This design comes from an exercise in tuning for small area, a short achievable clock period and few clock cycles per item on the open sky130 flow, not from production work.
The RTL was checked by simulation tests, not by an equivalence proof against the original design.

===== design.v =====
package dct_types_pkg;
    localparam int WORD_W   = 32;
    localparam int SAMPLE_W = 16;
    localparam int COS_W    = 16;   
    localparam int CPROD_W  = 30;   
    localparam int ACC_W    = 50;   
    localparam int ADDR_W   = 6;
    localparam int IDX_W    = 5;    
    typedef logic        [WORD_W-1:0]   word_t;
    typedef logic signed [SAMPLE_W-1:0] sample_t;
    typedef logic signed [COS_W-1:0]    cos_t;
    typedef logic signed [ACC_W-1:0]    acc_t;
    typedef logic        [ADDR_W-1:0]   addr_t;
    typedef enum logic [1:0] {
        SCALE_SEL_DC    = 2'd0,   
        SCALE_SEL_EDGE  = 2'd1,   
        SCALE_SEL_INNER = 2'd2
    } scale_sel_e;
    typedef struct packed {
        logic             valid;
        logic             first;       
        logic             last;        
        logic [IDX_W-1:0] cos_a_idx;
        logic [IDX_W-1:0] cos_b_idx;
        scale_sel_e       scale_sel;
        addr_t            out_addr;    
    } mac_term_t;
    typedef struct packed {
        logic  valid;
        logic  last;        
        addr_t out_addr;
        word_t value;
    } mac_result_t;
endpackage
package dct_const_pkg;
    localparam int BLOCK_DIM   = 8;
    localparam int BLOCK_WORDS = BLOCK_DIM * BLOCK_DIM;
    function automatic dct_types_pkg::cos_t cos_lut(input logic [4:0] idx);
        case (idx)
            5'd0: cos_lut = 16'sd16384;
            5'd1: cos_lut = 16'sd16069;
            5'd2: cos_lut = 16'sd15137;
            5'd3: cos_lut = 16'sd13623;
            5'd4: cos_lut = 16'sd11585;
            5'd5: cos_lut = 16'sd9102;
            5'd6: cos_lut = 16'sd6270;
            5'd7: cos_lut = 16'sd3196;
            5'd8: cos_lut = 16'sd0;
            5'd9: cos_lut = -16'sd3196;
            5'd10: cos_lut = -16'sd6270;
            5'd11: cos_lut = -16'sd9102;
            5'd12: cos_lut = -16'sd11585;
            5'd13: cos_lut = -16'sd13623;
            5'd14: cos_lut = -16'sd15137;
            5'd15: cos_lut = -16'sd16069;
            5'd16: cos_lut = -16'sd16384;
            5'd17: cos_lut = -16'sd16069;
            5'd18: cos_lut = -16'sd15137;
            5'd19: cos_lut = -16'sd13623;
            5'd20: cos_lut = -16'sd11585;
            5'd21: cos_lut = -16'sd9102;
            5'd22: cos_lut = -16'sd6270;
            5'd23: cos_lut = -16'sd3196;
            5'd24: cos_lut = 16'sd0;
            5'd25: cos_lut = 16'sd3196;
            5'd26: cos_lut = 16'sd6270;
            5'd27: cos_lut = 16'sd9102;
            5'd28: cos_lut = 16'sd11585;
            5'd29: cos_lut = 16'sd13623;
            5'd30: cos_lut = 16'sd15137;
            default: cos_lut = 16'sd16069;
        endcase
    endfunction
    localparam int SCALE_DC    = 4096;   
    localparam int SCALE_EDGE  = 5793;   
    localparam int SCALE_INNER = 8192;   
    localparam int SCALE_SHIFT = 43;
endpackage
`timescale 1ns/1ps
module dct_block_buffer #(
    parameter int WIDTH = dct_types_pkg::WORD_W
) (
    input  logic                 clk,
    input  logic                 wr_en_i,
    input  dct_types_pkg::addr_t wr_addr_i,
    input  logic [WIDTH-1:0]     wr_data_i,
    input  dct_types_pkg::addr_t rd_addr_i,
    output logic [WIDTH-1:0]     rd_data_o
);
    logic [WIDTH-1:0] mem [dct_const_pkg::BLOCK_WORDS];
    always_ff @(posedge clk) begin
        if (wr_en_i) begin
            mem[wr_addr_i] <= wr_data_i;
        end
        rd_data_o <= mem[rd_addr_i];
    end
endmodule
`timescale 1ns/1ps
module dct_index_seq (
    input  logic                     clk,
    input  logic                     rst,
    input  logic                     start_i,
    output dct_types_pkg::addr_t     rd_addr_o,
    output dct_types_pkg::mac_term_t term_o
);
    logic             running;
    logic [2:0]       i_cnt, j_cnt, col_cnt, row_cnt;
    logic             row_last, col_last, j_last, i_last;
    logic [dct_types_pkg::IDX_W-1:0] col_odd, row_odd;
    dct_types_pkg::scale_sel_e       scale_sel;
    assign row_last = (row_cnt == 3'(dct_const_pkg::BLOCK_DIM - 1));
    assign col_last = (col_cnt == 3'(dct_const_pkg::BLOCK_DIM - 1));
    assign j_last   = (j_cnt == 3'(dct_const_pkg::BLOCK_DIM - 1));
    assign i_last   = (i_cnt == 3'(dct_const_pkg::BLOCK_DIM - 1));
    assign rd_addr_o = {col_cnt, row_cnt};   
    assign col_odd   = {1'b0, col_cnt, 1'b1};
    assign row_odd   = {1'b0, row_cnt, 1'b1};
    always_comb begin
        if (i_cnt == 3'd0 && j_cnt == 3'd0) begin
            scale_sel = dct_types_pkg::SCALE_SEL_DC;
        end else if (i_cnt == 3'd0 || j_cnt == 3'd0) begin
            scale_sel = dct_types_pkg::SCALE_SEL_EDGE;
        end else begin
            scale_sel = dct_types_pkg::SCALE_SEL_INNER;
        end
    end
    always_ff @(posedge clk or posedge rst) begin
        if (rst) begin
            running <= 1'b0;
            i_cnt   <= '0;
            j_cnt   <= '0;
            col_cnt <= '0;
            row_cnt <= '0;
        end else if (start_i) begin
            running <= 1'b1;
            i_cnt   <= '0;
            j_cnt   <= '0;
            col_cnt <= '0;
            row_cnt <= '0;
        end else if (running) begin
            row_cnt <= row_cnt + 3'd1;   
            if (row_last) begin
                col_cnt <= col_cnt + 3'd1;
                if (col_last) begin
                    j_cnt <= j_cnt + 3'd1;
                    if (j_last) begin
                        i_cnt <= i_cnt + 3'd1;
                        if (i_last) begin
                            running <= 1'b0;   
                        end
                    end
                end
            end
        end
    end
    always_ff @(posedge clk or posedge rst) begin
        if (rst) begin
            term_o <= '0;
        end else begin
            term_o.valid     <= running;
            term_o.first     <= running && col_cnt == 3'd0 && row_cnt == 3'd0;
            term_o.last      <= running && col_last && row_last;
            term_o.cos_a_idx <= col_odd * dct_types_pkg::IDX_W'(i_cnt);   
            term_o.cos_b_idx <= row_odd * dct_types_pkg::IDX_W'(j_cnt);
            term_o.scale_sel <= scale_sel;
            term_o.out_addr  <= {i_cnt, j_cnt};
        end
    end
endmodule
`timescale 1ns/1ps
module dct_mac_pipe (
    input  logic                       clk,
    input  logic                       rst,
    input  dct_types_pkg::mac_term_t   term_i,
    input  dct_types_pkg::sample_t     sample_i,
    output dct_types_pkg::mac_result_t result_o
);
    dct_types_pkg::cos_t                       cos_a, cos_b;
    logic signed [2*dct_types_pkg::COS_W-1:0]  cos_prod;
    logic signed [15:0]         scale_val;
    logic signed [63:0]         scaled;
    dct_types_pkg::mac_term_t                  s1_term, s2_term, s3_term;
    logic signed [dct_types_pkg::CPROD_W-1:0]  s1_cprod;
    dct_types_pkg::sample_t                    s1_sample;
    dct_types_pkg::acc_t                       s2_prod;
    dct_types_pkg::acc_t                       s3_acc;
    assign cos_a    = dct_const_pkg::cos_lut(term_i.cos_a_idx);
    assign cos_b    = dct_const_pkg::cos_lut(term_i.cos_b_idx);
    assign cos_prod = (2*dct_types_pkg::COS_W)'(cos_a) * (2*dct_types_pkg::COS_W)'(cos_b);
    always_comb begin
        case (s3_term.scale_sel)
            dct_types_pkg::SCALE_SEL_DC:   scale_val = 16'(dct_const_pkg::SCALE_DC);
            dct_types_pkg::SCALE_SEL_EDGE: scale_val = 16'(dct_const_pkg::SCALE_EDGE);
            default:        scale_val = 16'(dct_const_pkg::SCALE_INNER);
        endcase
    end
    assign scaled = 64'(s3_acc) * 64'(scale_val);
    always_ff @(posedge clk or posedge rst) begin
        if (rst) begin
            s1_term  <= '0;
            s2_term  <= '0;
            s3_term  <= '0;
            result_o <= '0;
        end else begin
            s1_term <= term_i;
            s2_term <= s1_term;
            s3_term <= s2_term;
            result_o.valid    <= s3_term.valid && s3_term.last;
            result_o.last     <= s3_term.valid && s3_term.last
                                 && s3_term.out_addr == dct_types_pkg::addr_t'(dct_const_pkg::BLOCK_WORDS - 1);
            result_o.out_addr <= s3_term.out_addr;
            result_o.value    <= dct_types_pkg::word_t'(scaled >>> dct_const_pkg::SCALE_SHIFT);   
        end
    end
    always_ff @(posedge clk) begin
        s1_cprod  <= cos_prod[dct_types_pkg::CPROD_W-1:0];   
        s1_sample <= sample_i;
        s2_prod   <= dct_types_pkg::acc_t'(s1_cprod) * dct_types_pkg::acc_t'(s1_sample);
        if (s2_term.valid) begin
            s3_acc <= s2_term.first ? s2_prod : s3_acc + s2_prod;
        end
    end
endmodule
`timescale 1ns/1ps
module dct_ctrl (
    input  logic                   clk,
    input  logic                   rst,
    input  dct_types_pkg::word_t   in_data_i,
    input  logic                   in_empty_n_i,
    output logic                   in_read_o,
    output logic                   smp_wr_en_o,
    output dct_types_pkg::addr_t   smp_wr_addr_o,
    output dct_types_pkg::sample_t smp_wr_data_o,
    output logic                   calc_start_o,
    input  logic                   calc_done_i,
    output dct_types_pkg::addr_t   res_rd_addr_o,
    input  dct_types_pkg::word_t   res_rd_data_i,
    output dct_types_pkg::word_t   out_data_o,
    output logic                   out_last_o,
    input  logic                   out_full_n_i,
    output logic                   out_write_o
);
    typedef enum logic [2:0] {
        ST_IDLE, ST_LOAD, ST_CALC, ST_WRITE, ST_FINISH
    } state_t;
    state_t state;
    dct_types_pkg::addr_t  load_cnt;    
    dct_types_pkg::addr_t  out_cnt;     
    logic   out_vld;     
    logic   in_xfer;
    logic   out_fire;
    assign in_read_o = (state == ST_LOAD);
    assign in_xfer   = in_read_o && in_empty_n_i;
    assign smp_wr_en_o   = in_xfer;
    assign smp_wr_addr_o = load_cnt;
    assign smp_wr_data_o = dct_types_pkg::sample_t'(in_data_i[dct_types_pkg::SAMPLE_W-1:0]);   
    assign out_write_o   = out_vld && out_full_n_i;
    assign out_fire      = out_write_o;
    assign out_last_o    = out_fire && out_cnt == dct_types_pkg::addr_t'(dct_const_pkg::BLOCK_WORDS - 1);
    assign out_data_o    = res_rd_data_i;
    assign res_rd_addr_o = out_fire ? out_cnt + dct_types_pkg::addr_t'(1) : out_cnt;   
    always_ff @(posedge clk or posedge rst) begin
        if (rst) begin
            state        <= ST_IDLE;
            load_cnt     <= '0;
            out_cnt      <= '0;
            out_vld      <= 1'b0;
            calc_start_o <= 1'b0;
        end else begin
            calc_start_o <= 1'b0;
            case (state)
                ST_IDLE: begin
                    load_cnt <= '0;
                    out_cnt  <= '0;
                    if (in_empty_n_i) state <= ST_LOAD;
                end
                ST_LOAD: begin
                    if (in_xfer) begin
                        load_cnt <= load_cnt + dct_types_pkg::addr_t'(1);
                        if (load_cnt == dct_types_pkg::addr_t'(dct_const_pkg::BLOCK_WORDS - 1)) begin
                            calc_start_o <= 1'b1;
                            state        <= ST_CALC;
                        end
                    end
                end
                ST_CALC: begin
                    if (calc_done_i) begin
                        out_vld <= 1'b1;   
                        state   <= ST_WRITE;
                    end
                end
                ST_WRITE: begin
                    if (out_fire) begin
                        out_cnt <= out_cnt + dct_types_pkg::addr_t'(1);
                        if (out_last_o) begin
                            out_vld <= 1'b0;
                            state   <= ST_FINISH;
                        end
                    end
                end
                default: state <= ST_IDLE;   
            endcase
        end
    end
endmodule
`timescale 1ns/1ps
module dct_core (
    input  logic                 clk,
    input  logic                 rst,
    input  dct_types_pkg::word_t in_data_i,
    input  logic                 in_empty_n_i,
    output logic                 in_read_o,
    output dct_types_pkg::word_t out_data_o,
    output logic                 out_last_o,
    input  logic                 out_full_n_i,
    output logic                 out_write_o
);
    logic        smp_wr_en;
    dct_types_pkg::addr_t       smp_wr_addr;
    dct_types_pkg::sample_t     smp_wr_data;
    dct_types_pkg::addr_t       smp_rd_addr;
    dct_types_pkg::sample_t     smp_rd_data;
    logic        calc_start;
    dct_types_pkg::mac_term_t   mac_term;
    dct_types_pkg::mac_result_t mac_result;
    dct_types_pkg::addr_t       res_rd_addr;
    dct_types_pkg::word_t       res_rd_data;
    dct_ctrl u_ctrl (
        .clk           (clk),
        .rst           (rst),
        .in_data_i     (in_data_i),
        .in_empty_n_i  (in_empty_n_i),
        .in_read_o     (in_read_o),
        .smp_wr_en_o   (smp_wr_en),
        .smp_wr_addr_o (smp_wr_addr),
        .smp_wr_data_o (smp_wr_data),
        .calc_start_o  (calc_start),
        .calc_done_i   (mac_result.last),
        .res_rd_addr_o (res_rd_addr),
        .res_rd_data_i (res_rd_data),
        .out_data_o    (out_data_o),
        .out_last_o    (out_last_o),
        .out_full_n_i  (out_full_n_i),
        .out_write_o   (out_write_o)
    );
    dct_block_buffer #(.WIDTH(dct_types_pkg::SAMPLE_W)) u_sample_buf (
        .clk       (clk),
        .wr_en_i   (smp_wr_en),
        .wr_addr_i (smp_wr_addr),
        .wr_data_i (smp_wr_data),
        .rd_addr_i (smp_rd_addr),
        .rd_data_o (smp_rd_data)
    );
    dct_index_seq u_seq (
        .clk       (clk),
        .rst       (rst),
        .start_i   (calc_start),
        .rd_addr_o (smp_rd_addr),
        .term_o    (mac_term)
    );
    dct_mac_pipe u_mac (
        .clk      (clk),
        .rst      (rst),
        .term_i   (mac_term),
        .sample_i (smp_rd_data),
        .result_o (mac_result)
    );
    dct_block_buffer #(.WIDTH(dct_types_pkg::WORD_W)) u_result_buf (
        .clk       (clk),
        .wr_en_i   (mac_result.valid),
        .wr_addr_i (mac_result.out_addr),
        .wr_data_i (mac_result.value),
        .rd_addr_i (res_rd_addr),
        .rd_data_o (res_rd_data)
    );
endmodule

===== run.sh =====
#!/bin/bash
# synth_recipe.tcl (not shown) runs the flow's synth.tcl, then flattens the netlist and writes it again
# the make line also repeats each setting of config.mk as NAME=value (left out here)
make -C /OpenROAD-flow-scripts/flow DESIGN_CONFIG=/design/flow/config.mk WORK_HOME=/design/flow/orfs CLKGATE_MAP_FILE= SYNTH_SCRIPT=/design/flow/synth_recipe.tcl finish

===== config.mk =====
export PLATFORM = sky130hd
export DESIGN_NAME = dct_core
export DESIGN_NICKNAME = dct_core
export VERILOG_FILES = /design/flow/design.v
export SDC_FILE = /design/flow/constraint.sdc
export NUM_CORES = 4
export LEC_CHECK = 0
export CAP_MARGIN = 20
export CORE_MARGIN = 2
export CORE_UTILIZATION = 40
export SLEW_MARGIN = 20

===== constraint.sdc =====
create_clock -name core_clock -period 10.0 [get_ports {clk}]
set_input_delay 2.0000 -clock core_clock [delete_from_list [all_inputs] [get_ports {clk}]]
set_output_delay 2.0000 -clock core_clock [all_outputs]
set_load 0.01 [all_outputs]

==> run notes <==
[worst paths after layout]
path | end | slack, ns
max in group asynchronous | u_seq.row_cnt[0]$_DFFE_PP0P_ | 7.28
min | u_mac.s1_sample[7]$_DFF_P_ | 0.33
min reg2reg | u_mac.s1_sample[7]$_DFF_P_ | 0.33
max | u_mac.s1_cprod[29]$_DFF_P_ | 1.49
min in group asynchronous | u_mac.s2_term[18]$_DFF_PP0_ | 2.09
max reg2reg | u_mac.s1_cprod[29]$_DFF_P_ | 1.49
[cells in the mapped netlist, types with 82 or more instances]
library cell  number  area, µm²
fa_1             954      19100
clkbuf_1         465       1745
a311oi_1         256       2242
and2_1           244       1526
dfrtp_1          110       2753
nand2_1         1890       7094
dfxtp_1          129       2582
ha_1             569       7119
a21oi_1          256       1281
nand3_1          384       1922
nor2_1           427       1603
o21ai_0          115      575.6
mux4_2           337       7590
inv_1           1181       4433
a31oi_1           99      619.3
and3_1           186       1164
xnor2_1          113      989.7
edfxtp_1        2418      72610
a211oi_1          82      615.6
[final cells by class]
cell class | instances | area share [%]
Sequential cell | 2657 | 49.40
Multi-Input combinational cell | 6505 | 36.96
Clock buffer | 362 | 4.858
Tap cell | 4730 | 3.749
Inverter | 1183 | 2.817
Timing Repair Buffer | 281 | 1.506
Clock inverter | 141 | 0.7037
Antenna cell | 6 | 0.009510
[worst max-delay path, delay by kind of cell (launching register included)]
kind / cells / cell delay [ns]
AOI/OAI and AO/OA: 11 / 2.33
xor gates and xnor gates: 1 / 0.14
adders and majority gates: 8 / 3.51
buffers and inverters: 6 / 0.61
DFF: 1 / 0.62
muxes: 1 / 0.86
and+or+nand+nor: 3 / 0.39
[stage by stage]
step	instances	utilization, %	setup slack, ns
detailed placement	15356	42.20	1.562
global placement	15355	42.19	1.550
finish	15865	44.70	1.487
global route	15861	44.69	0.9065
floorplan	10895	-	2.688
CTS	15859	44.69	1.511
[placed cells by master (no fill, tap or decap), types with 24 or more instances in the layout]
cell / count
a21oi_1: 254
buf_4: 216
a21o_1: 77
a31oi_1: 98
ha_1: 569
nor2_1: 356
nor2_4: 33
dfrtp_1: 82
mux4_2: 337
inv_1: 1180
o21ai_1: 27
a311oi_1: 256
nor2b_1: 32
clkbuf_1: 61
nand2_1: 1890
nor2_2: 38
fa_1: 954
clkbuf_16: 294
dfrtp_2: 24
clkdlybuf4s50_1: 38
nand2b_1: 51
and2_1: 244
and3_1: 186
o21ai_0: 115
o21a_1: 35
edfxtp_1: 2418
o21bai_1: 24
nand3_1: 384
xnor2_1: 110
mux2_2: 37
dfxtp_1: 128
nor3_1: 32
clkinv_2: 50
a211oi_1: 82
clkinv_1: 43
conb_1: 35
xor2_1: 55
[registers in the layout, indices dropped and copies added (netlist names), 6 cells and up]
signal	flops
u_ctrl.load_cnt	6
u_ctrl.out_cnt	6
u_mac.result_o	29
u_mac.s1_cprod	30
u_mac.s1_sample	16
u_mac.s1_term	11
u_mac.s2_prod	46
u_mac.s2_term	11
u_mac.s3_acc	50
u_mac.s3_term	10
u_result_buf.mem	1344
u_result_buf.rd_data_o	21
u_sample_buf.mem	1024
u_sample_buf.rd_data_o	16
u_seq.term_o	19
[per-layer routing]
layer	GRT usage [%]	vias to the layer above	routed length, µm
met1	26.47	44092	149800
met2	32.46	2881	171100
met4	5.405	2	9888
met3	2.402	572	22670
met5	0	-	11
li1	-	38004	-
[logic make-up (layout without fill, tap and decap cells)]
| logic type | Yosys count | in the layout | share of synthesized area, % |
|---|---|---|---|
| XOR/XNOR | 171 | 171 | 1.053 |
| multiplexers | 390 | 390 | 5.741 |
| buffers and inverters | 1733 | 1967 | 4.607 |
| adder cells (fa/ha/maj) | 1523 | 1523 | 18.43 |
| other | 2 | 41 | 0.005279 |
| AND/OR/NAND/NOR | 3323 | 3323 | 10.22 |
| AO/OA/AOI/OAI | 1063 | 1063 | 5.155 |
| flip-flops | 2657 | 2657 | 54.79 |
[power by group]
part | internal [mW] | total, mW | switching [mW]
logic | 4.67 | 12.2 | 7.49
clock network | 5.74 | 10.0 | 4.29
registers | 13.5 | 14.3 | 0.733
total | 24.0 | 36.5 | 12.5
==> reports/metrics.cfg <==
[pwr]
vdd_drop_max_mv = 0.2168
power.density_nw_per_um2 = 231.0
power_mw = 36.46
p_leak_nw = 59.56

[critical_path]
critPathKind = reg2reg
rr_worst_depth = 30
worstSetupStartpoint = u_seq.term_o[9]$_DFF_PP0_
start_kind = flip-flop
arrival_ns = 9.28
r2r-start = u_seq.term_o[9]$_DFF_PP0_
cpMostUsedCell = inv_1
crit_required_ns = 10.77
critPathCaptureType = flip-flop
crit_path_top_delay_cell = mux2i_1
cp_max_fo = 13
critPathMaxStageDelay_ns = 0.86

[clock_network]
root_buffer = clkbuf_16
cts_resized = 0
post_cts.repair.setup_buffers = 0
cts_buffers = 286
clock_sinks = 2657
cts_tree = yes
ctsHoldBuffers = 0
clock_path_buffers = 4
path_clk_slew_ns = 0.06
cts_htree_levels = 5
clk_latency_ns = 0.87

[floorplan]
num_rows = 218
fp.dieW_um = 600.4
core_um2 = 353200
fp.dieH_um = 600.4
pin_count = 71
initial_core_util_pct = 40.27
die-area_um2 = 360400

[grt]
antenna_found_initial = 13
grt_pass1_wl_um = 537500
grt_pass1_vias = 88974
grt_start_max_net_pins = 206
grt-ovfl-total = 0
grt_use_total_pct = 19.34

[detailed_routing]
vias_per_cell = 5.392
ant_nets = 0
wl_per_cell_um = 22.28
vias = 85551
drtIter0Drc = 8027
firstDrtPassIters = 6
totalWireLength_um = 353400
drc = 0

[placed_design]
io_buffers = 54
gp_congestion = 0.8638
dpl.hpwl_um = 219600
placed_area_um2 = 149100

[synth]
synth_edf_count = 2418
syn_avg_cell_area_um2 = 13.10
syn_area_um2 = 142300
synth_warnings = 5
async_reset_ff_share_pct = 4.140
yosysSeqAreaShare_pct = 54.79
synth_cells = 10862
ys_ff_latch = 2657
synth-main-ff-cell = edfxtp_1
synth_cell_types = 85

[timing]
slew_violations = 0
timing.final.crit_share_pct = 85.13
holdWs_ns = 0.3252
fmax_mhz = 117.5
fin_skew_ns = 0.08034
finalSetupTns_ns = 0
setup_viol_count_final = 0
hold_viol = 0
tightest_slew_ns = 1.231
rsz0062_at_grt = false
maxSlewHeadroom_pct = 17.93
period_minus_slack_ns = 8.513

[run]
cap_viol_max_count = 0

[cells_and_area]
final_cell_area_um2 = 157900
regArea_um2 = 77990
fin_nets = 12473
nFillCells = 31326
multiInputGateArea_um2 = 58350
layout-drive-gt1-share_pct = 10.48
area_growth_pct = 10.98

[hold_path]
worstHoldPathCells = 0
hp-class = reg2reg
holdCritStartpoint = u_sample_buf.rd_data_o[7]$_DFF_P_

[run_status]
status = no timing/DRC/antenna violations

Testbench counts, summed over its fixed seeds: cycles 203,128, blocks 48.

==> what the ideal ports hide <==
The results above use ideal ports. As a check the final layout listed here was re-extracted and re-timed, cells and wires unchanged. Step 1, drivers: a clkbuf_16 drives clk and a buf_2 each remaining input, both assumed. Step 2 also shifts input and output timing later by t, the mid clock arrival at the registers, as if the neighbouring blocks saw the same clock. Slacks: ideal ports / drivers / drivers and shift; pairs: ideal ports / drivers.
t, ns: 0.928
slack for setup (ns): 1.487 / 1.487 / 1.487
worst hold slack (ns): 0.325 / 0.325 / 0.325
latest minus earliest clock arrival (ns): 0.085 / 0.086
worst slew at a driven data input, ns: 0.22
After both steps this run still meets setup and hold. The setup slack of this run moves by 0.000 ns with the drivers and by 0.000 ns with both steps.
